This is an optimization exercise on Yosys and OpenROAD, whose aim is small area, not a production implementation.
Where RTL was checked, it was by simulation tests only, not by an equivalence proof against the original.
Power is estimated from default activity; no workload was simulated.

## 05-03
Design multi_tone_generator, start of the top module:
module multi_tone_generator #(
    parameter int CLK_HZ   = 125000000,
    parameter int CHANNELS = 4,
    parameter int NUM_W    = 40,
    parameter int CNT_W    = 32,
    parameter int MAX_FREQ = 999999,
    localparam int CH_W    = (CHANNELS > 1) ? $clog2(CHANNELS) : 1
) (
    input  logic                clk,
    input  logic                rst,
    input  logic                cfg_valid,
    output logic                cfg_ready,
    input  logic [CH_W-1:0]     cfg_chan,
    input  logic [31:0]         cfg_freq,
    input  logic [7:0]          cfg_duty,
    output logic                cfg_err,
    input  logic [CHANNELS-1:0] chan_en,
    output logic [CHANNELS-1:0] wave_out,
    output logic [CHANNELS-1:0] period_strb
);
    localparam logic [63:0] NUMER64 = 64'(CLK_HZ) * 64'd100;
    localparam logic [33:0] NUMER   = NUMER64[33:0];
    logic [5:0]  step;
    logic [1:0]  chan_r;
    logic [7:0]  duty_r;
    logic [19:0] nf_r;      
    logic [19:0] rem_r;
    logic [31:0] q_r;
    logic        zf_r;
    logic        accept, commit, div_ph, div_last, mul_ph, bad, fzero;
    logic        nbit, ge;
    logic [20:0] sh, df;
    logic [31:0] acc, mul_out;
    assign cfg_ready = (step == 6'd0);
    assign accept    = cfg_ready && cfg_valid;
    assign commit    = (step == 6'd1);
    assign div_ph    = (step >= 6'd9);
    assign div_last  = (step == 6'd9);
    assign mul_ph    = !cfg_ready && !div_ph;
    assign bad       = (|cfg_freq[31:20]) || (cfg_freq[19:0] > 20'(MAX_FREQ));
    assign fzero     = ~|cfg_freq;
    assign nbit = NUMER[step - 6'd9];
    assign sh   = {rem_r, nbit};
    always_comb begin
        logic c;
        c = 1'b1;
        for (int i = 0; i < 21; i++) begin
            logic b;
            b     = (i < 20) ? nf_r[i] : 1'b1;
            df[i] = sh[i] ^ b ^ c;
  ...
Size in the first run: about 2000 cells after synthesis, roughly 59 I/O pins, ~31000 um^2 of cells after synthesis.
export LEC_CHECK = 0
export CAP_MARGIN = 20
export CORE_MARGIN = 2
export CORE_UTILIZATION = 40
export CTS_BUF_LIST = sky130_fd_sc_hd__clkbuf_4
export CTS_CLUSTER_SIZE = 15
export SLEW_MARGIN = 20
create_clock -name core_clock -period 8.0 [get_ports {clk}]
run.sh (not shown) runs the stock make flow with config.mk's settings and CLKGATE_MAP_FILE= SYNTH_SCRIPT=/design/flow/synth_recipe.tcl, a recipe that flattens the netlist after the stock synthesis.
From the logs: 05-03 reached the end of the flow and failed the layout checks with setup timing.
#### Input delta (09-07 over 05-03)
- changing CTS_CLUSTER_SIZE from 15 to 20
- changing CTS_BUF_LIST from sky130_fd_sc_hd__clkbuf_4 to sky130_fd_sc_hd__clkbuf_8
[summary]
Of the runs 09-07 and 05-03, none of them finished clean. 05-03 -> stages 100% | layout checks FAIL | setup timing. On power share of the clock group, the higher figure sits with 05-03, not 09-07. 09-07 against 05-03: met3 track demand over resource dropped 1.5 points; register share of total power climbed 0.8 points. met2 wire length across 09-07 and 05-03: no real change.
No functional check of the RTL was part of any run of this note.

* * *

The RTL this note starts from:
==> flow/design.v <==
module multi_tone_generator #(
    parameter int CLK_HZ   = 125000000,
    parameter int CHANNELS = 4,
    parameter int NUM_W    = 40,
    parameter int CNT_W    = 32,
    parameter int MAX_FREQ = 999999,
    localparam int CH_W    = (CHANNELS > 1) ? $clog2(CHANNELS) : 1
) (
    input  logic                clk,
    input  logic                rst,
    input  logic                cfg_valid,
    output logic                cfg_ready,
    input  logic [CH_W-1:0]     cfg_chan,
    input  logic [31:0]         cfg_freq,
    input  logic [7:0]          cfg_duty,
    output logic                cfg_err,
    input  logic [CHANNELS-1:0] chan_en,
    output logic [CHANNELS-1:0] wave_out,
    output logic [CHANNELS-1:0] period_strb
);
    localparam logic [63:0] NUMER64 = 64'(CLK_HZ) * 64'd100;
    localparam logic [33:0] NUMER   = NUMER64[33:0];
    localparam logic [63:0] NBIT_AT = {28'd0, NUMER, 2'd0};
    logic [5:0]  step;
    logic [1:0]  chan_r;
    logic [7:0]  duty_r;
    logic [19:0] nf_r;      
    logic [19:0] rem_r;
    logic [31:0] nq_r;      
    logic [38:0] acc_r;
    logic        zf_r;
    logic        accept, commit, div_ph, acc_ph, bad, fzero;
    logic        nbit, ge, q;
    logic [20:0] sh, df;
    logic [8:0]  addend, lsum;
    logic [39:0] acc_nx;
    assign cfg_ready = (step == 6'd0);
    assign accept    = cfg_ready && cfg_valid;
    assign commit    = (step == 6'd1);
    assign div_ph    = (step <= 6'd35) && (step >= 6'd2);
    assign acc_ph    = (step <= 6'd32) && (step != 6'd0);
    assign bad       = (|cfg_freq[31:20]) || (cfg_freq[19:0] > 20'(MAX_FREQ));
    assign fzero     = ~|cfg_freq;
    assign nbit = NBIT_AT[step];
    assign sh   = {rem_r, nbit};
    always_comb begin
        logic c, c0, c1;
        logic [20:0] b;
        logic [20:11] s0, s1;
        b = {1'b1, nf_r};
        c = 1'b1;
        for (int i = 0; i < 11; i++) begin
            df[i] = sh[i] ^ b[i] ^ c;
            c     = (sh[i] & b[i]) | (sh[i] & c) | (b[i] & c);
        end
        c0 = 1'b0;
        c1 = 1'b1;
        for (int i = 11; i < 21; i++) begin
            s0[i] = sh[i] ^ b[i] ^ c0;
            c0    = (sh[i] & b[i]) | (sh[i] & c0) | (b[i] & c0);
            s1[i] = sh[i] ^ b[i] ^ c1;
            c1    = (sh[i] & b[i]) | (sh[i] & c1) | (b[i] & c1);
        end
        df[20:11] = c ? s1 : s0;
        ge        = c ? c1 : c0;
    end
    assign q = ~nq_r[0] & acc_ph;
    always_comb begin
        logic [7:0] negd;
        logic       c, seen;
        seen = 1'b0;
        for (int i = 0; i < 8; i++) begin
            negd[i] = duty_r[i] ^ seen;
            seen    = seen | duty_r[i];
        end
        if (commit) addend = q ? {1'b1, ~duty_r} : 9'h0ff;
        else        addend = q ? {~seen, negd} : 9'h000;
        c = 1'b0;
        for (int i = 0; i < 9; i++) begin
            logic a;
            a       = (i == 0) ? 1'b0 : acc_r[i-1];
            lsum[i] = a ^ addend[i] ^ c;
            c       = (a & addend[i]) | (a & c) | (addend[i] & c);
        end
        begin
            logic cb, pb;
            cb = c;
            for (int blk = 0; blk < 4; blk++) begin
                c  = cb;
                pb = 1'b1;
                for (int i = 9 + 8 * blk; i < 17 + 8 * blk && i < 40; i++) begin
                    acc_nx[i] = acc_r[i-1] ^ c;
                    c         = acc_r[i-1] & c;
                    pb        = pb & acc_r[i-1];
                end
                cb = cb & pb;
            end
        end
        acc_nx[8:0] = lsum;
    end
    always_ff @(posedge clk) begin
        if (rst) begin
            step    <= 6'd0;
            cfg_err <= 1'b0;
        end else begin
            cfg_err <= accept && bad;
            if (accept) begin
                if (bad)        step <= 6'd0;
                else if (fzero) step <= 6'd1;
                else            step <= 6'd42;
            end else if (!cfg_ready) begin
                step <= step - 6'd1;
            end
        end
    end
    always_ff @(posedge clk) begin
        nq_r  <= {nq_r[30:0], ~ge};
        rem_r <= div_ph ? (ge ? df[19:0] : sh[19:0]) : 20'd0;
        acc_r <= acc_nx[38:0];
        if (accept) begin
            chan_r <= cfg_chan;
            duty_r <= cfg_duty;
            nf_r   <= ~cfg_freq[19:0];
            zf_r   <= fzero;
        end
    end
    for (genvar i = 0; i < CHANNELS; i++) begin : g_chan
        logic [31:0] pend_np, pend_lo, act_lo, cnt;
        logic [31:0] inc;
        logic        act_nz, pend_nz, pend_vld, first;
        logic        run, wrap, load, clr, commit_here, hit, high;
        always_comb begin
            logic c;
            c = 1'b1;
            for (int k = 0; k < 32; k++) begin
                inc[k] = cnt[k] ^ c;
                c      = cnt[k] & c;
            end
            hit = (&cnt[31:1]) & ~cnt[0];
            c   = 1'b1;
            for (int k = 0; k < 32; k++)
                c = (cnt[k] & act_lo[k]) | (cnt[k] & c) | (act_lo[k] & c);
            high = ~c;
        end
        assign run         = chan_en[i] && act_nz;
        assign wrap        = run && hit;
        assign load        = pend_vld && (wrap || !run);
        assign clr         = rst || !run || wrap;
        assign commit_here = commit && (chan_r == i);
        always_ff @(posedge clk) begin
            cnt   <= clr ? pend_np : inc;
            first <= clr;
            if (load) act_lo <= pend_lo;
            if (commit_here) begin
                pend_np <= nq_r;
                pend_lo <= acc_nx[39:8];
                pend_nz <= !zf_r;
            end
            if (rst) begin
                act_nz   <= 1'b0;
                pend_vld <= 1'b0;
            end else begin
                if (load)        act_nz   <= pend_nz;
                if (commit_here) pend_vld <= 1'b1;
                else if (load)   pend_vld <= 1'b0;
            end
        end
        assign wave_out[i]    = run && high;
        assign period_strb[i] = run && first;
    end
endmodule
==> flow/config.mk <==
export PLATFORM = sky130hd
export DESIGN_NAME = multi_tone_generator
export DESIGN_NICKNAME = multi_tone_generator
export VERILOG_FILES = /design/flow/design.v
export SDC_FILE = /design/flow/constraint.sdc
export NUM_CORES = 4
export LEC_CHECK = 0
export CAP_MARGIN = 20
export CORE_MARGIN = 2
export CORE_UTILIZATION = 80
export CTS_BUF_LIST = sky130_fd_sc_hd__clkbuf_8
export CTS_CLUSTER_DIAMETER = 100
export CTS_CLUSTER_SIZE = 18
export SLEW_MARGIN = 20
==> flow/constraint.sdc <==
create_clock -name core_clock -period 8.0 [get_ports {clk}]
set_input_delay 1.6000 -clock core_clock [delete_from_list [all_inputs] [get_ports {clk}]]
set_output_delay 1.6000 -clock core_clock [all_outputs]
set_load 0.01 [all_outputs]
standard.sh (not shown) runs the stock make flow with config.mk's settings and CLKGATE_MAP_FILE= SYNTH_SCRIPT=/design/flow/synth_recipe.tcl, a recipe that flattens the netlist after the stock synthesis.
==> flow/flow/run.sh <==
#!/bin/bash
set -euo pipefail
export BUFFER_PORTS_ARGS="-buffer_cell sky130_fd_sc_hd__buf_1"
bash standard.sh > standard_flow.log 2>&1
The starting point finished with timing, DRC and antenna clean.
==> next run, changes <==
==> flow/flow/run.sh (replaced) <==
#!/bin/bash
# The standard layout (standard.sh: standard synthesis, floorplan, place,
# CTS, route), with two changes:
#  * every input and output port gets the smallest buffer, buf_1, instead of
#    the default port buffer cell;
#  * clock tree synthesis uses clkbuf_8 buffers in clusters of at most 18
#    sinks and inserts no dummy loads.
# The make output goes to standard_flow.log; each ORFS step keeps its own log
# under orfs/logs/.
set -euo pipefail
export BUFFER_PORTS_ARGS="-buffer_cell sky130_fd_sc_hd__buf_1"
export CTS_ARGS="-sink_clustering_enable -repair_clock_nets -dont_use_dummy_load -buf_list sky130_fd_sc_hd__clkbuf_8 -sink_clustering_size 18 -sink_clustering_max_diameter 100"
bash standard.sh > standard_flow.log 2>&1
CORE_UTILIZATION = 85   (was 80)
CTS_BUF_LIST = default   (was sky130_fd_sc_hd__clkbuf_8)
CTS_CLUSTER_DIAMETER = default   (was 100)
CTS_CLUSTER_SIZE = default   (was 18)
GPL_TIMING_DRIVEN = 0   (was default)
What happened:
- Now the flow completed and failed the layout checks on negative setup slack
- clock-buffer cell count is lower by 1
- design area hardly moves
- synthesized cell count stays the same
- clock skew is higher by 0.0034 ns
==> next run, changes <==
ABC_AREA = 1   (was default)
CORE_UTILIZATION = 80   (was 85)
GPL_TIMING_DRIVEN = default   (was 0)
After rerunning: This time the run finished with timing, DRC and antenna clean; setup slack gains 0.60 ns; sequential power goes up by about 2%; final cell count climbs by about 27%; global-route usage fell by 5.8 points; area after synthesis went up by about 3.3%; non-clock buffer count fell by 29; power came out higher by about 4%; sequential cell count stays the same.

==> what the ideal ports hide <==
The results above use ideal ports. As a check the final layouts listed here were re-extracted and re-timed, cells and wires unchanged.
Step 1, drivers: a clkbuf_16 drives clk and a buf_2 each remaining input, both assumed.
Step 2 times the ports against the registers' clock, not the clock port: input delays grow and output delays shrink by t, the midpoint of the rising clock arrivals with the driver on.
a / b / c = no drivers / after step 1 / after step 2; a / b = the first two.
run	shift t [ns]	slack for setup (ns)	hold WS [ns]	latest minus earliest clock arrival (ns)	worst slew at a driven data input, ns
05-03	1.025	-2.386 / -2.386 / -2.386	0.395 / 0.395 / 0.395	0.043 / 0.042	0.04
09-07	0.767	-2.379 / -2.379 / -2.379	0.391 / 0.391 / 0.391	0.039 / 0.040	0.04
the first run of note 2	0.642	0.591 / 0.591 / 0.591	0.417 / 0.417 / 0.417	0.035 / 0.034	0.03
the second run of note 2	0.627	-0.154 / -0.154 / -0.154	0.413 / 0.413 / 0.413	0.037 / 0.036	0.04
the third run of note 2	0.621	0.444 / 0.444 / 0.444	0.403 / 0.403 / 0.403	0.053 / 0.053	0.04
